This design comes from an exercise in tuning for small area and a short achievable clock period on the open sky130 flow, not from production work. Only simulation tests tie the RTL to the original design; equivalence was not proved. Power and IR drop assume default switching activity.

<file path="flow/config.mk">
export PLATFORM = sky130hd
export DESIGN_NAME = mul32
export DESIGN_NICKNAME = mul32
export VERILOG_FILES = /design/flow/design.v
export SDC_FILE = /design/flow/constraint.sdc
export NUM_CORES = 4
export LEC_CHECK = 0
export CAP_MARGIN = 20
export CORE_MARGIN = 2
export CORE_UTILIZATION = 45
export PLACE_DENSITY = 0.6
export SLEW_MARGIN = 20
</file>
<file path="flow/constraint.sdc">
create_clock -name core_clock -period 5.0 [get_ports {clk}]
set_input_delay 1.0000 -clock core_clock [delete_from_list [all_inputs] [get_ports {clk}]]
set_output_delay 1.0000 -clock core_clock [all_outputs]
set_load 0.01 [all_outputs]
</file>
<file path="flow/design.v">
`timescale 1ns/1ps
package mul_pkg;
    localparam int OP_W   = 32;
    localparam int PROD_W = 2 * OP_W;
    localparam int NUM_COLS = PROD_W - 1;
    localparam int MAX_HEIGHT = OP_W;
    localparam int NUM_STAGES = 8;
    localparam int SPLIT_STAGE = 4;
    typedef logic [OP_W-1:0] operand_t;
    typedef logic [OP_W-1:0] half_t;
    typedef logic [MAX_HEIGHT-1:0] column_t;
    typedef logic [NUM_COLS*MAX_HEIGHT-1:0] col_matrix_t;
endpackage
`timescale 1ns/1ps
import mul_pkg::*;
module partial_products (
    input  mul_pkg::operand_t    a,
    input  mul_pkg::operand_t    b,
    output mul_pkg::col_matrix_t cols
);
    for (genvar w = 0; w < NUM_COLS; w++)
    begin : g_col
        localparam int LOW    = (w < OP_W) ? 0 : w - OP_W + 1;
        localparam int HEIGHT = (w < OP_W) ? w + 1 : PROD_W - 1 - w;
        mul_pkg::column_t col;
        always_comb
        begin
            col = '0;
            for (int k = 0; k < HEIGHT; k++)
            begin
                col[k] = a[w - LOW - k] & b[LOW + k];
            end
        end
        assign cols[w*MAX_HEIGHT +: MAX_HEIGHT] = col;
    end
endmodule
`timescale 1ns/1ps
import mul_pkg::*;
module dadda_stage #(
    parameter int STEP = NUM_STAGES - 1
) (
    input  mul_pkg::col_matrix_t cols_in,
    output mul_pkg::col_matrix_t cols_out
);
    function automatic logic [31:0] plan_word(input int idx);
        case (idx)
            0: plan_word = 32'h01000000;
            1: plan_word = 32'h02000000;
            2: plan_word = 32'h03000000;
            3: plan_word = 32'h04000000;
            4: plan_word = 32'h05000000;
            5: plan_word = 32'h06000000;
            6: plan_word = 32'h07000000;
            7: plan_word = 32'h08000000;
            8: plan_word = 32'h09000000;
            9: plan_word = 32'h0a000000;
            10: plan_word = 32'h0b000000;
            11: plan_word = 32'h0c000000;
            12: plan_word = 32'h0d000000;
            13: plan_word = 32'h0e000000;
            14: plan_word = 32'h0f000000;
            15: plan_word = 32'h10000000;
            16: plan_word = 32'h11000000;
            17: plan_word = 32'h12000000;
            18: plan_word = 32'h13000000;
            19: plan_word = 32'h14000000;
            20: plan_word = 32'h15000000;
            21: plan_word = 32'h16000000;
            22: plan_word = 32'h17000000;
            23: plan_word = 32'h18000000;
            24: plan_word = 32'h19000000;
            25: plan_word = 32'h1a000000;
            26: plan_word = 32'h1b000000;
            27: plan_word = 32'h1c000000;
            28: plan_word = 32'h1d000001;
            29: plan_word = 32'h1e010101;
            30: plan_word = 32'h1f020201;
            31: plan_word = 32'h20030301;
            32: plan_word = 32'h1f040301;
            33: plan_word = 32'h1e040300;
            34: plan_word = 32'h1d030200;
            35: plan_word = 32'h1c020100;
            36: plan_word = 32'h1b010000;
            37: plan_word = 32'h1a000000;
            38: plan_word = 32'h19000000;
            39: plan_word = 32'h18000000;
            40: plan_word = 32'h17000000;
            41: plan_word = 32'h16000000;
            42: plan_word = 32'h15000000;
            43: plan_word = 32'h14000000;
            44: plan_word = 32'h13000000;
            45: plan_word = 32'h12000000;
            46: plan_word = 32'h11000000;
            47: plan_word = 32'h10000000;
            48: plan_word = 32'h0f000000;
            49: plan_word = 32'h0e000000;
            50: plan_word = 32'h0d000000;
            51: plan_word = 32'h0c000000;
            52: plan_word = 32'h0b000000;
            53: plan_word = 32'h0a000000;
            54: plan_word = 32'h09000000;
            55: plan_word = 32'h08000000;
            56: plan_word = 32'h07000000;
            57: plan_word = 32'h06000000;
            58: plan_word = 32'h05000000;
            59: plan_word = 32'h04000000;
            60: plan_word = 32'h03000000;
            61: plan_word = 32'h02000000;
            62: plan_word = 32'h01000000;
            64: plan_word = 32'h01000000;
            65: plan_word = 32'h02000000;
            66: plan_word = 32'h03000000;
            67: plan_word = 32'h04000000;
            68: plan_word = 32'h05000000;
            69: plan_word = 32'h06000000;
            70: plan_word = 32'h07000000;
            71: plan_word = 32'h08000000;
            72: plan_word = 32'h09000000;
            73: plan_word = 32'h0a000000;
            74: plan_word = 32'h0b000000;
            75: plan_word = 32'h0c000000;
            76: plan_word = 32'h0d000000;
            77: plan_word = 32'h0e000000;
            78: plan_word = 32'h0f000000;
            79: plan_word = 32'h10000000;
            80: plan_word = 32'h11000000;
            81: plan_word = 32'h12000000;
            82: plan_word = 32'h13000000;
            83: plan_word = 32'h14000001;
            84: plan_word = 32'h15010101;
            85: plan_word = 32'h16020201;
            86: plan_word = 32'h17030301;
            87: plan_word = 32'h18040401;
            88: plan_word = 32'h19050501;
            89: plan_word = 32'h1a060601;
            90: plan_word = 32'h1b070701;
            91: plan_word = 32'h1c080801;
            92: plan_word = 32'h1c090900;
            93: plan_word = 32'h1c090900;
            94: plan_word = 32'h1c090900;
            95: plan_word = 32'h1c090900;
            96: plan_word = 32'h1c090900;
            97: plan_word = 32'h1c090900;
            98: plan_word = 32'h1c090900;
            99: plan_word = 32'h1c090900;
            100: plan_word = 32'h1c090900;
            101: plan_word = 32'h1a090800;
            102: plan_word = 32'h19080700;
            103: plan_word = 32'h18070600;
            104: plan_word = 32'h17060500;
            105: plan_word = 32'h16050400;
            106: plan_word = 32'h15040300;
            107: plan_word = 32'h14030200;
            108: plan_word = 32'h13020100;
            109: plan_word = 32'h12010000;
            110: plan_word = 32'h11000000;
            111: plan_word = 32'h10000000;
            112: plan_word = 32'h0f000000;
            113: plan_word = 32'h0e000000;
            114: plan_word = 32'h0d000000;
            115: plan_word = 32'h0c000000;
            116: plan_word = 32'h0b000000;
            117: plan_word = 32'h0a000000;
            118: plan_word = 32'h09000000;
            119: plan_word = 32'h08000000;
            120: plan_word = 32'h07000000;
            121: plan_word = 32'h06000000;
            122: plan_word = 32'h05000000;
            123: plan_word = 32'h04000000;
            124: plan_word = 32'h03000000;
            125: plan_word = 32'h02000000;
            126: plan_word = 32'h01000000;
            128: plan_word = 32'h01000000;
            129: plan_word = 32'h02000000;
            130: plan_word = 32'h03000000;
            131: plan_word = 32'h04000000;
            132: plan_word = 32'h05000000;
            133: plan_word = 32'h06000000;
            134: plan_word = 32'h07000000;
            135: plan_word = 32'h08000000;
            136: plan_word = 32'h09000000;
            137: plan_word = 32'h0a000000;
            138: plan_word = 32'h0b000000;
            139: plan_word = 32'h0c000000;
            140: plan_word = 32'h0d000000;
            141: plan_word = 32'h0e000001;
            142: plan_word = 32'h0f010101;
            143: plan_word = 32'h10020201;
            144: plan_word = 32'h11030301;
            145: plan_word = 32'h12040401;
            146: plan_word = 32'h13050501;
            147: plan_word = 32'h13060600;
            148: plan_word = 32'h13060600;
            149: plan_word = 32'h13060600;
            150: plan_word = 32'h13060600;
            151: plan_word = 32'h13060600;
            152: plan_word = 32'h13060600;
            153: plan_word = 32'h13060600;
            154: plan_word = 32'h13060600;
            155: plan_word = 32'h13060600;
            156: plan_word = 32'h13060600;
            157: plan_word = 32'h13060600;
            158: plan_word = 32'h13060600;
            159: plan_word = 32'h13060600;
            160: plan_word = 32'h13060600;
            161: plan_word = 32'h13060600;
            162: plan_word = 32'h13060600;
            163: plan_word = 32'h13060600;
            164: plan_word = 32'h13060600;
            165: plan_word = 32'h13060600;
            166: plan_word = 32'h13060600;
            167: plan_word = 32'h13060600;
            168: plan_word = 32'h13060600;
            169: plan_word = 32'h13060600;
            170: plan_word = 32'h13060600;
            171: plan_word = 32'h13060600;
            172: plan_word = 32'h13060600;
            173: plan_word = 32'h13060600;
            174: plan_word = 32'h11060500;
            175: plan_word = 32'h10050400;
            176: plan_word = 32'h0f040300;
            177: plan_word = 32'h0e030200;
            178: plan_word = 32'h0d020100;
            179: plan_word = 32'h0c010000;
            180: plan_word = 32'h0b000000;
            181: plan_word = 32'h0a000000;
            182: plan_word = 32'h09000000;
            183: plan_word = 32'h08000000;
            184: plan_word = 32'h07000000;
            185: plan_word = 32'h06000000;
            186: plan_word = 32'h05000000;
            187: plan_word = 32'h04000000;
            188: plan_word = 32'h03000000;
            189: plan_word = 32'h02000000;
            190: plan_word = 32'h01000000;
            192: plan_word = 32'h01000000;
            193: plan_word = 32'h02000000;
            194: plan_word = 32'h03000000;
            195: plan_word = 32'h04000000;
            196: plan_word = 32'h05000000;
            197: plan_word = 32'h06000000;
            198: plan_word = 32'h07000000;
            199: plan_word = 32'h08000000;
            200: plan_word = 32'h09000000;
            201: plan_word = 32'h0a000001;
            202: plan_word = 32'h0b010101;
            203: plan_word = 32'h0c020201;
            204: plan_word = 32'h0d030301;
            205: plan_word = 32'h0d040400;
            206: plan_word = 32'h0d040400;
            207: plan_word = 32'h0d040400;
            208: plan_word = 32'h0d040400;
            209: plan_word = 32'h0d040400;
            210: plan_word = 32'h0d040400;
            211: plan_word = 32'h0d040400;
            212: plan_word = 32'h0d040400;
            213: plan_word = 32'h0d040400;
            214: plan_word = 32'h0d040400;
            215: plan_word = 32'h0d040400;
            216: plan_word = 32'h0d040400;
            217: plan_word = 32'h0d040400;
            218: plan_word = 32'h0d040400;
            219: plan_word = 32'h0d040400;
            220: plan_word = 32'h0d040400;
            221: plan_word = 32'h0d040400;
            222: plan_word = 32'h0d040400;
            223: plan_word = 32'h0d040400;
            224: plan_word = 32'h0d040400;
            225: plan_word = 32'h0d040400;
            226: plan_word = 32'h0d040400;
            227: plan_word = 32'h0d040400;
            228: plan_word = 32'h0d040400;
            229: plan_word = 32'h0d040400;
            230: plan_word = 32'h0d040400;
            231: plan_word = 32'h0d040400;
            232: plan_word = 32'h0d040400;
            233: plan_word = 32'h0d040400;
            234: plan_word = 32'h0d040400;
            235: plan_word = 32'h0d040400;
            236: plan_word = 32'h0d040400;
            237: plan_word = 32'h0d040400;
            238: plan_word = 32'h0d040400;
            239: plan_word = 32'h0d040400;
            240: plan_word = 32'h0d040400;
            241: plan_word = 32'h0d040400;
            242: plan_word = 32'h0d040400;
            243: plan_word = 32'h0d040400;
            244: plan_word = 32'h0b040300;
            245: plan_word = 32'h0a030200;
            246: plan_word = 32'h09020100;
            247: plan_word = 32'h08010000;
            248: plan_word = 32'h07000000;
            249: plan_word = 32'h06000000;
            250: plan_word = 32'h05000000;
            251: plan_word = 32'h04000000;
            252: plan_word = 32'h03000000;
            253: plan_word = 32'h02000000;
            254: plan_word = 32'h01000000;
            256: plan_word = 32'h01000000;
            257: plan_word = 32'h02000000;
            258: plan_word = 32'h03000000;
            259: plan_word = 32'h04000000;
            260: plan_word = 32'h05000000;
            261: plan_word = 32'h06000000;
            262: plan_word = 32'h07000001;
            263: plan_word = 32'h08010101;
            264: plan_word = 32'h09020201;
            265: plan_word = 32'h09030300;
            266: plan_word = 32'h09030300;
            267: plan_word = 32'h09030300;
            268: plan_word = 32'h09030300;
            269: plan_word = 32'h09030300;
            270: plan_word = 32'h09030300;
            271: plan_word = 32'h09030300;
            272: plan_word = 32'h09030300;
            273: plan_word = 32'h09030300;
            274: plan_word = 32'h09030300;
            275: plan_word = 32'h09030300;
            276: plan_word = 32'h09030300;
            277: plan_word = 32'h09030300;
            278: plan_word = 32'h09030300;
            279: plan_word = 32'h09030300;
            280: plan_word = 32'h09030300;
            281: plan_word = 32'h09030300;
            282: plan_word = 32'h09030300;
            283: plan_word = 32'h09030300;
            284: plan_word = 32'h09030300;
            285: plan_word = 32'h09030300;
            286: plan_word = 32'h09030300;
            287: plan_word = 32'h09030300;
            288: plan_word = 32'h09030300;
            289: plan_word = 32'h09030300;
            290: plan_word = 32'h09030300;
            291: plan_word = 32'h09030300;
            292: plan_word = 32'h09030300;
            293: plan_word = 32'h09030300;
            294: plan_word = 32'h09030300;
            295: plan_word = 32'h09030300;
            296: plan_word = 32'h09030300;
            297: plan_word = 32'h09030300;
            298: plan_word = 32'h09030300;
            299: plan_word = 32'h09030300;
            300: plan_word = 32'h09030300;
            301: plan_word = 32'h09030300;
            302: plan_word = 32'h09030300;
            303: plan_word = 32'h09030300;
            304: plan_word = 32'h09030300;
            305: plan_word = 32'h09030300;
            306: plan_word = 32'h09030300;
            307: plan_word = 32'h09030300;
            308: plan_word = 32'h09030300;
            309: plan_word = 32'h09030300;
            310: plan_word = 32'h09030300;
            311: plan_word = 32'h09030300;
            312: plan_word = 32'h07030200;
            313: plan_word = 32'h06020100;
            314: plan_word = 32'h05010000;
            315: plan_word = 32'h04000000;
            316: plan_word = 32'h03000000;
            317: plan_word = 32'h02000000;
            318: plan_word = 32'h01000000;
            320: plan_word = 32'h01000000;
            321: plan_word = 32'h02000000;
            322: plan_word = 32'h03000000;
            323: plan_word = 32'h04000000;
            324: plan_word = 32'h05000001;
            325: plan_word = 32'h06010101;
            326: plan_word = 32'h06020200;
            327: plan_word = 32'h06020200;
            328: plan_word = 32'h06020200;
            329: plan_word = 32'h06020200;
            330: plan_word = 32'h06020200;
            331: plan_word = 32'h06020200;
            332: plan_word = 32'h06020200;
            333: plan_word = 32'h06020200;
            334: plan_word = 32'h06020200;
            335: plan_word = 32'h06020200;
            336: plan_word = 32'h06020200;
            337: plan_word = 32'h06020200;
            338: plan_word = 32'h06020200;
            339: plan_word = 32'h06020200;
            340: plan_word = 32'h06020200;
            341: plan_word = 32'h06020200;
            342: plan_word = 32'h06020200;
            343: plan_word = 32'h06020200;
            344: plan_word = 32'h06020200;
            345: plan_word = 32'h06020200;
            346: plan_word = 32'h06020200;
            347: plan_word = 32'h06020200;
            348: plan_word = 32'h06020200;
            349: plan_word = 32'h06020200;
            350: plan_word = 32'h06020200;
            351: plan_word = 32'h06020200;
            352: plan_word = 32'h06020200;
            353: plan_word = 32'h06020200;
            354: plan_word = 32'h06020200;
            355: plan_word = 32'h06020200;
            356: plan_word = 32'h06020200;
            357: plan_word = 32'h06020200;
            358: plan_word = 32'h06020200;
            359: plan_word = 32'h06020200;
            360: plan_word = 32'h06020200;
            361: plan_word = 32'h06020200;
            362: plan_word = 32'h06020200;
            363: plan_word = 32'h06020200;
            364: plan_word = 32'h06020200;
            365: plan_word = 32'h06020200;
            366: plan_word = 32'h06020200;
            367: plan_word = 32'h06020200;
            368: plan_word = 32'h06020200;
            369: plan_word = 32'h06020200;
            370: plan_word = 32'h06020200;
            371: plan_word = 32'h06020200;
            372: plan_word = 32'h06020200;
            373: plan_word = 32'h06020200;
            374: plan_word = 32'h06020200;
            375: plan_word = 32'h06020200;
            376: plan_word = 32'h06020200;
            377: plan_word = 32'h06020200;
            378: plan_word = 32'h06020200;
            379: plan_word = 32'h04020100;
            380: plan_word = 32'h03010000;
            381: plan_word = 32'h02000000;
            382: plan_word = 32'h01000000;
            384: plan_word = 32'h01000000;
            385: plan_word = 32'h02000000;
            386: plan_word = 32'h03000000;
            387: plan_word = 32'h04000001;
            388: plan_word = 32'h04010100;
            389: plan_word = 32'h04010100;
            390: plan_word = 32'h04010100;
            391: plan_word = 32'h04010100;
            392: plan_word = 32'h04010100;
            393: plan_word = 32'h04010100;
            394: plan_word = 32'h04010100;
            395: plan_word = 32'h04010100;
            396: plan_word = 32'h04010100;
            397: plan_word = 32'h04010100;
            398: plan_word = 32'h04010100;
            399: plan_word = 32'h04010100;
            400: plan_word = 32'h04010100;
            401: plan_word = 32'h04010100;
            402: plan_word = 32'h04010100;
            403: plan_word = 32'h04010100;
            404: plan_word = 32'h04010100;
            405: plan_word = 32'h04010100;
            406: plan_word = 32'h04010100;
            407: plan_word = 32'h04010100;
            408: plan_word = 32'h04010100;
            409: plan_word = 32'h04010100;
            410: plan_word = 32'h04010100;
            411: plan_word = 32'h04010100;
            412: plan_word = 32'h04010100;
            413: plan_word = 32'h04010100;
            414: plan_word = 32'h04010100;
            415: plan_word = 32'h04010100;
            416: plan_word = 32'h04010100;
            417: plan_word = 32'h04010100;
            418: plan_word = 32'h04010100;
            419: plan_word = 32'h04010100;
            420: plan_word = 32'h04010100;
            421: plan_word = 32'h04010100;
            422: plan_word = 32'h04010100;
            423: plan_word = 32'h04010100;
            424: plan_word = 32'h04010100;
            425: plan_word = 32'h04010100;
            426: plan_word = 32'h04010100;
            427: plan_word = 32'h04010100;
            428: plan_word = 32'h04010100;
            429: plan_word = 32'h04010100;
            430: plan_word = 32'h04010100;
            431: plan_word = 32'h04010100;
            432: plan_word = 32'h04010100;
            433: plan_word = 32'h04010100;
            434: plan_word = 32'h04010100;
            435: plan_word = 32'h04010100;
            436: plan_word = 32'h04010100;
            437: plan_word = 32'h04010100;
            438: plan_word = 32'h04010100;
            439: plan_word = 32'h04010100;
            440: plan_word = 32'h04010100;
            441: plan_word = 32'h04010100;
            442: plan_word = 32'h04010100;
            443: plan_word = 32'h04010100;
            444: plan_word = 32'h04010100;
            445: plan_word = 32'h02010000;
            446: plan_word = 32'h01000000;
            448: plan_word = 32'h01000000;
            449: plan_word = 32'h02000000;
            450: plan_word = 32'h03000001;
            451: plan_word = 32'h03010100;
            452: plan_word = 32'h03010100;
            453: plan_word = 32'h03010100;
            454: plan_word = 32'h03010100;
            455: plan_word = 32'h03010100;
            456: plan_word = 32'h03010100;
            457: plan_word = 32'h03010100;
            458: plan_word = 32'h03010100;
            459: plan_word = 32'h03010100;
            460: plan_word = 32'h03010100;
            461: plan_word = 32'h03010100;
            462: plan_word = 32'h03010100;
            463: plan_word = 32'h03010100;
            464: plan_word = 32'h03010100;
            465: plan_word = 32'h03010100;
            466: plan_word = 32'h03010100;
            467: plan_word = 32'h03010100;
            468: plan_word = 32'h03010100;
            469: plan_word = 32'h03010100;
            470: plan_word = 32'h03010100;
            471: plan_word = 32'h03010100;
            472: plan_word = 32'h03010100;
            473: plan_word = 32'h03010100;
            474: plan_word = 32'h03010100;
            475: plan_word = 32'h03010100;
            476: plan_word = 32'h03010100;
            477: plan_word = 32'h03010100;
            478: plan_word = 32'h03010100;
            479: plan_word = 32'h03010100;
            480: plan_word = 32'h03010100;
            481: plan_word = 32'h03010100;
            482: plan_word = 32'h03010100;
            483: plan_word = 32'h03010100;
            484: plan_word = 32'h03010100;
            485: plan_word = 32'h03010100;
            486: plan_word = 32'h03010100;
            487: plan_word = 32'h03010100;
            488: plan_word = 32'h03010100;
            489: plan_word = 32'h03010100;
            490: plan_word = 32'h03010100;
            491: plan_word = 32'h03010100;
            492: plan_word = 32'h03010100;
            493: plan_word = 32'h03010100;
            494: plan_word = 32'h03010100;
            495: plan_word = 32'h03010100;
            496: plan_word = 32'h03010100;
            497: plan_word = 32'h03010100;
            498: plan_word = 32'h03010100;
            499: plan_word = 32'h03010100;
            500: plan_word = 32'h03010100;
            501: plan_word = 32'h03010100;
            502: plan_word = 32'h03010100;
            503: plan_word = 32'h03010100;
            504: plan_word = 32'h03010100;
            505: plan_word = 32'h03010100;
            506: plan_word = 32'h03010100;
            507: plan_word = 32'h03010100;
            508: plan_word = 32'h03010100;
            509: plan_word = 32'h03010100;
            510: plan_word = 32'h01010000;
            default: plan_word = 32'h0;
        endcase
    endfunction
    for (genvar w = 0; w < NUM_COLS; w++)
    begin : g_col
        localparam logic [31:0] PLAN = plan_word(64 * STEP + w);
        localparam int P_HEIGHT = int'(PLAN[31:24]);
        localparam int P_CIN    = int'(PLAN[23:16]);
        localparam int P_NFA    = int'(PLAN[15:8]);
        localparam int P_NHA    = int'(PLAN[7:0]);
        localparam int NCARRY = P_NFA + P_NHA;
        localparam int USED   = 3 * P_NFA + 2 * P_NHA;
        localparam int KEEP   = P_HEIGHT - USED;
        localparam int HA_POS = 3 * P_NFA;
        mul_pkg::column_t below;
        mul_pkg::column_t carry;
        mul_pkg::column_t result;
        if (w == 0)
        begin : g_first
            assign below = '0;
        end
        else
        begin : g_chain
            assign below = g_col[w-1].carry;
        end
        always_comb
        begin
            logic x;
            logic y;
            logic z;
            x = 1'b0;
            y = 1'b0;
            z = 1'b0;
            carry  = '0;
            result = '0;
            for (int k = 0; k < P_CIN; k++)
            begin
                result[k] = below[k];
            end
            for (int i = 0; i < P_NFA; i++)
            begin
                x = cols_in[w*MAX_HEIGHT + 3*i];
                y = cols_in[w*MAX_HEIGHT + 3*i + 1];
                z = cols_in[w*MAX_HEIGHT + 3*i + 2];
                result[P_CIN + i] = x ^ y ^ z;
                carry[i] = (x & y) | (z & (x ^ y));
            end
            if (P_NHA > 0)
            begin
                x = cols_in[w*MAX_HEIGHT + HA_POS];
                y = cols_in[w*MAX_HEIGHT + HA_POS + 1];
                result[P_CIN + P_NFA] = x ^ y;
                carry[P_NFA] = x & y;
            end
            for (int k = 0; k < KEEP; k++)
            begin
                result[P_CIN + NCARRY + k] = cols_in[w*MAX_HEIGHT + USED + k];
            end
        end
        assign cols_out[w*MAX_HEIGHT +: MAX_HEIGHT] = result;
    end
endmodule
`timescale 1ns/1ps
import mul_pkg::*;
module dadda_tree #(
    parameter int FIRST = 0,
    parameter int LAST  = mul_pkg::NUM_STAGES - 1
) (
    input  logic                 clk,
    input  logic                 rst,
    input  logic                 valid_in,
    input  mul_pkg::col_matrix_t cols_in,
    output logic                 valid_out,
    output mul_pkg::col_matrix_t cols_out
);
    mul_pkg::col_matrix_t last_out;
    for (genvar s = FIRST; s <= LAST; s++)
    begin : g_step
        mul_pkg::col_matrix_t stage_in;
        mul_pkg::col_matrix_t stage_out;
        if (s == FIRST)
        begin : g_head
            assign stage_in = cols_in;
        end
        else
        begin : g_link
            assign stage_in = g_step[s-1].stage_out;
        end
        dadda_stage #(
            .STEP(s)
        ) reduce (
            .cols_in(stage_in),
            .cols_out(stage_out)
        );
        if (s == LAST)
        begin : g_tail
            assign last_out = stage_out;
        end
    end
    always_ff @(posedge clk)
    begin
        cols_out <= last_out;
    end
    always_ff @(posedge clk)
    begin
        if (rst)
        begin
            valid_out <= 1'b0;
        end
        else
        begin
            valid_out <= valid_in;
        end
    end
endmodule
`timescale 1ns/1ps
import mul_pkg::*;
module final_adder (
    input  logic                 clk,
    input  logic                 rst,
    input  logic                 valid_in,
    input  mul_pkg::col_matrix_t cols_in,
    output logic                 out_valid,
    output mul_pkg::half_t       hi,
    output mul_pkg::half_t       lo
);
    mul_pkg::half_t row0_lo;
    mul_pkg::half_t row1_lo;
    mul_pkg::half_t row0_hi;
    mul_pkg::half_t row1_hi;
    mul_pkg::half_t lo_sum;
    mul_pkg::half_t hi_sum;
    logic  lo_carry;
    always_comb
    begin
        row0_hi = '0;
        row1_hi = '0;
        for (int w = 0; w < OP_W; w++)
        begin
            row0_lo[w] = cols_in[w*MAX_HEIGHT];
            row1_lo[w] = cols_in[w*MAX_HEIGHT + 1];
        end
        for (int w = OP_W; w < NUM_COLS; w++)
        begin
            row0_hi[w - OP_W] = cols_in[w*MAX_HEIGHT];
            row1_hi[w - OP_W] = cols_in[w*MAX_HEIGHT + 1];
        end
    end
    assign {lo_carry, lo_sum} = {1'b0, row0_lo} + {1'b0, row1_lo};
    assign hi_sum = row0_hi + row1_hi + {{(OP_W-1){1'b0}}, lo_carry};
    always_ff @(posedge clk)
    begin
        hi <= hi_sum;
        lo <= lo_sum;
    end
    always_ff @(posedge clk)
    begin
        if (rst)
        begin
            out_valid <= 1'b0;
        end
        else
        begin
            out_valid <= valid_in;
        end
    end
endmodule
`timescale 1ns/1ps
import mul_pkg::*;
module mul32 (
    input  logic              clk,
    input  logic              rst,
    input  logic              in_valid,
    input  mul_pkg::operand_t a,
    input  mul_pkg::operand_t b,
    output logic              out_valid,
    output mul_pkg::half_t    hi,
    output mul_pkg::half_t    lo
);
    mul_pkg::col_matrix_t pp_cols;
    mul_pkg::col_matrix_t upper_cols;
    mul_pkg::col_matrix_t lower_cols;
    logic        upper_valid;
    logic        lower_valid;
    partial_products pp_gen (
        .a(a),
        .b(b),
        .cols(pp_cols)
    );
    dadda_tree #(
        .FIRST(0),
        .LAST(SPLIT_STAGE)
    ) upper_tree (
        .clk(clk),
        .rst(rst),
        .valid_in(in_valid),
        .cols_in(pp_cols),
        .valid_out(upper_valid),
        .cols_out(upper_cols)
    );
    dadda_tree #(
        .FIRST(SPLIT_STAGE + 1),
        .LAST(NUM_STAGES - 1)
    ) lower_tree (
        .clk(clk),
        .rst(rst),
        .valid_in(upper_valid),
        .cols_in(upper_cols),
        .valid_out(lower_valid),
        .cols_out(lower_cols)
    );
    final_adder final_add (
        .clk(clk),
        .rst(rst),
        .valid_in(lower_valid),
        .cols_in(lower_cols),
        .out_valid(out_valid),
        .hi(hi),
        .lo(lo)
    );
endmodule
</file>
<file path="flow/run.sh">
#!/bin/bash
# synth_recipe.tcl (not shown) runs the flow's synth.tcl, then flattens the netlist and writes it again
# the make line also repeats each setting of config.mk as NAME=value (left out here)
make -C /OpenROAD-flow-scripts/flow DESIGN_CONFIG=/design/flow/config.mk WORK_HOME=/design/flow/orfs CLKGATE_MAP_FILE= SYNTH_SCRIPT=/design/flow/synth_recipe.tcl finish
</file>
==> summary.md <==
## Timing
* no — setup repair after global routing missed its margin
* 0.0354 ns — largest clock skew in the final design
* 4.77 ns — post-route minimum period
* 0 — final count of pins violating max slew
* 0.235 ns — final setup slack of the worst path
* 0 — setup-violating endpoint count in the final report
* 51.1% — max_slew headroom
* 95.3% — final worst path period share
* 0 — Final Hold Fails
* 210 MHz — f_max
* 0.731 ns — transition time at the pin with the least slew margin

## Die
* 0.0930 mm^2 — floorplan core area
* 310 um — horizontal die dimension
* 132 — number of placed I/O pins
* 45.3% — initial core utilization
* 0.0961 mm^2 — area enclosed by the die boundary
* 112 — Cell Rows
* 310 um — Die Y-Extent

## Route
* 0 — drc violations
* 0 — remaining antenna violation count
* 1904 — violation count after the first detailed-route iteration
* 26800 — routed vias
* 118000 um — total length of routed wires
* 5.00 — post-DR vias/cell
* 7 — 1st-pass router iterations
* 22.1 um — final routed wire length divided by cell count

## CTS
* 0.64 ns — clock insertion delay at the later pin of the skew report
* clkbuf_16 — Root Driver
* 3 — clk buf depth
* 0.06 ns — clk slew on worst S/H paths
* built — TritonCTS clock tree
* 541 — clk sinks
* 0 — hold_buf cts
* 60 — number of CTS-inserted buffers
* 2 — CTS H-tree lvls
* 0 — post-CTS setup repair buffer count

## Placement
* 0.870 — RePlAce Congestion
* -0.118 ns — pre-CTS setup slack
* 0.0456 mm^2 — Post-Place Cell Area
* 82900 um — half-perimeter wire length after detailed placement
* 5244 — number of placed instances with taps included
* 131 — count of buffers inserted at the top-level ports

## Layout
* 5349 — non-filler cells in the finished layout
* 0.0275 mm^2 — Multi-input gate area
* 13.5% — growth of design area from synthesis to finish
* 5.91% — share of final-layout standard cells stronger than drive strength 1
* fa_1 — leading cell type in the layout, fill and taps excluded
* 8440 — Layout fillers
* 0.0478 mm^2 — Final Cell Area
* 0.0108 mm^2 — area occupied by registers
* fa_1, and2_1, inv_1 — commonest non-fill, non-tap cells in the layout
* 5113 — nets@finish

## Power
* 0.0228 uW — leakage power figure
* 10400 uW — NetSw
* 54.3% — combinational share of power
* 27.1% — register share of total power
* 536 mW/mm^2 — power density over the cells
* 40.6% — switching part of the total power
* 385 uV — Max VDD drop
* 18.6% — proportion of power drawn by the clock network
* 15200 uW — internal power summed over all cells

## Setup path
* final_add.hi[31] — capture point of the worst reg-to-reg path
* 5.29 ns — data arrival at the endpoint of the critical path
* reg2reg — class of the most critical setup path
* lower_tree.cols_out[352] — Reg2Reg Launch Point
* flip-flop — kind of launch point of the worst setup path
* flip-flop — crit end category
* final_add.hi[31] — end of the critical path
* 5.53 ns — Data required, critical path
* 19 — number of cell instances on the worst register-to-register path
* 0.23 ns — worst-case register-to-register setup slack
* 4 — Max Fanout on Critical Path
* lower_tree.cols_out[352] — Worst Setup SP

## Synthesis
* 45 — number of distinct library cells after synthesis
* 3936 — Post-Syn Instances
* 12 — warning count from the yosys run
* 0.0421 mm^2 — Post-Syn Area
* 0 — number of enable flip-flop cells after synthesis
* 0% — fraction of registers with async set or reset after synthesis
* 541 — number of flip-flops and latches in the synthesized netlist
* 42.9% — area share of the leading cell type in the synthesized netlist
* 4997 — Syn Nets
* 10.7 um^2 — syn avg cell area
* fa_1, dfxtp_1, and2_1, inv_1, ha_1 — leading post-synthesis cells by cell area
* fa_1 — cell type contributing the most total cell area after synthesis
* dfxtp_1 — most instantiated flip-flop cell in the synthesis netlist
* 25.7% — sequential cell area fraction in the yosys report

## Global routing
* 183000 um — wire length of the first global-routing pass
* 29800 — via count of the first global-routing pass
* 25.9% — total routing usage reported by global routing
* 0 — gr ovfl total
* 6 — initial antenna violation count
* 33 — maximum number of pins on one net before global-route repair

## Status
* timing/DRC/antenna clean — outcome

## Hold path
* reg2reg — path class of the lowest-slack min-delay path

## Run
* 0 — Max Cap Violations

power groups by stage:
stage	logic, uW	clock network, uW	registers (uW)
2_1_floorplan	8490	0	7000
3_3_place_gp	13600	0	7060
3_5_place_dp	13800	0	7070
4_1_cts	14000	4860	6990
5_1_grt	15800	5020	7130
6_report	13900	4770	6960
what timing repair did:
action                                  4_1_cts  5_1_grt
gates resized for setup                       2       12
endpoints found under the setup margin        5       11
pin swaps                                     2        6
critical path: stages (launching register included):
cell and delay (ns):
dfxtp_1 0.30, ha_1 0.33, and2_1 0.21, a221o_1 0.35, a211oi_2 0.26, o21bai_1 0.10, a21oi_2 0.19, o221ai_2 0.17
a221oi_2 0.27, buf_4 0.19, fa_2 0.25, nor2b_1 0.07, o21ai_2 0.16, a2111o_1 0.16, nand4_1 0.18, a41o_1 0.34
a311o_2 0.48, a311oi_4 0.27, nor3_1 0.10, a211o_1 0.27
metrics by stage:
step	TNS [ns]	utilization, %	hold slack (ns)	power, uW
after floorplan	0	-	0.310	15500
after global placement	0	49.1	0.312	20700
after detailed placement	-0.143	49.1	0.313	20900
after CTS	0	51.4	0.327	25800
after global routing	0	51.4	0.331	27900
final	0	51.4	0.325	25700
layer usage:
metal  GRT usage (%)  wire [um]
met2            41.4      54600
met3            4.37       9250
met5               0         13
met1            36.4      51000
met4            7.36       3430
cell usage after synthesis, types with 6 or more instances:
cell type  count
o21ai_0       25
a21oi_1       53
nand2b_1       6
xor2_1        21
nor2b_1       12
inv_1        825
dfxtp_1      541
and3_1         9
nor2_1        29
fa_1         902
nand2_1      185
nand3_1       11
and2_1       880
ha_1          92
a31oi_1        8
nand4_1        9
xnor2_1       32
o31ai_1        6
a21o_1        33
clkbuf_1     203
how the worst min path moves through the flow:
stage | start | to | slack (ns) | cells after the start
after global routing | upper_tree.cols_out[32] | lower_tree.cols_out[32] | 0.33 | 0
after detailed placement | lower_tree.cols_out[0] | final_add.lo[0] | 0.31 | 0
after CTS | lower_tree.cols_out[0] | final_add.lo[0] | 0.33 | 0
final | upper_tree.cols_out[1984] | lower_tree.cols_out[1985] | 0.33 | 0
after global placement | lower_tree.cols_out[0] | final_add.lo[0] | 0.31 | 0
after floorplan | lower_tree.cols_out[0] | final_add.lo[0] | 0.31 | 0
final cells by class:
cell class	count	share of cell area, %
inverter	825	6.47
clock buffer	74	3.53
timing repair buffer	257	5.63
sequential	541	22.6
clock inverter	30	0.931
multi-input combinational	2367	57.5
antenna	1	0.00523
tap	1254	3.28
cells by family (layout without fill, tap and decap cells):
group	after synthesis	count (layout)	share of synthesized area [%]
compound gates	170	170	2.67
simple gates	1149	1149	15.8
other cells	0	1	0
xor+xnor	53	53	1.10
flops	541	541	25.7
fa+ha+maj	994	994	45.6
buf+inv	1028	1186	9.16
mux	1	1	0.0238
sequential cells by signal (all words and copies together) (netlist names):
signal	count
upper_tree.valid_out	1
final_add.lo	32
final_add.hi	32
final_add.out_valid	1
lower_tree.valid_out	1
lower_tree.cols_out	125
upper_tree.cols_out	349

==> what the ideal ports hide <==
The results above use ideal ports. As a check the final layout listed here was re-extracted and re-timed, cells and wires unchanged. Step 1 (the two cells are an assumption about what drives the block):
set clk [get_ports {clk}]
set_driving_cell -lib_cell sky130_fd_sc_hd__clkbuf_16 $clk
set_driving_cell -lib_cell sky130_fd_sc_hd__buf_2 [delete_from_list [all_inputs] $clk]
Step 2 times the ports against the registers' clock, not the clock port: input delays grow and output delays shrink by t, the midpoint of the rising clock arrivals with the driver on. Slacks: no drivers / after step 1 / after step 2; pairs: no drivers / after step 1.
t (ns): 0.692
slack for setup (ns): 0.235 / 0.235 / 0.085
latest minus earliest clock arrival (ns): 0.037 / 0.037
cell pins on the clock port's net: 1
After both steps this run still meets setup and hold. The setup slack of this run moves by 0.000 ns with the drivers and by -0.150 ns with both steps.
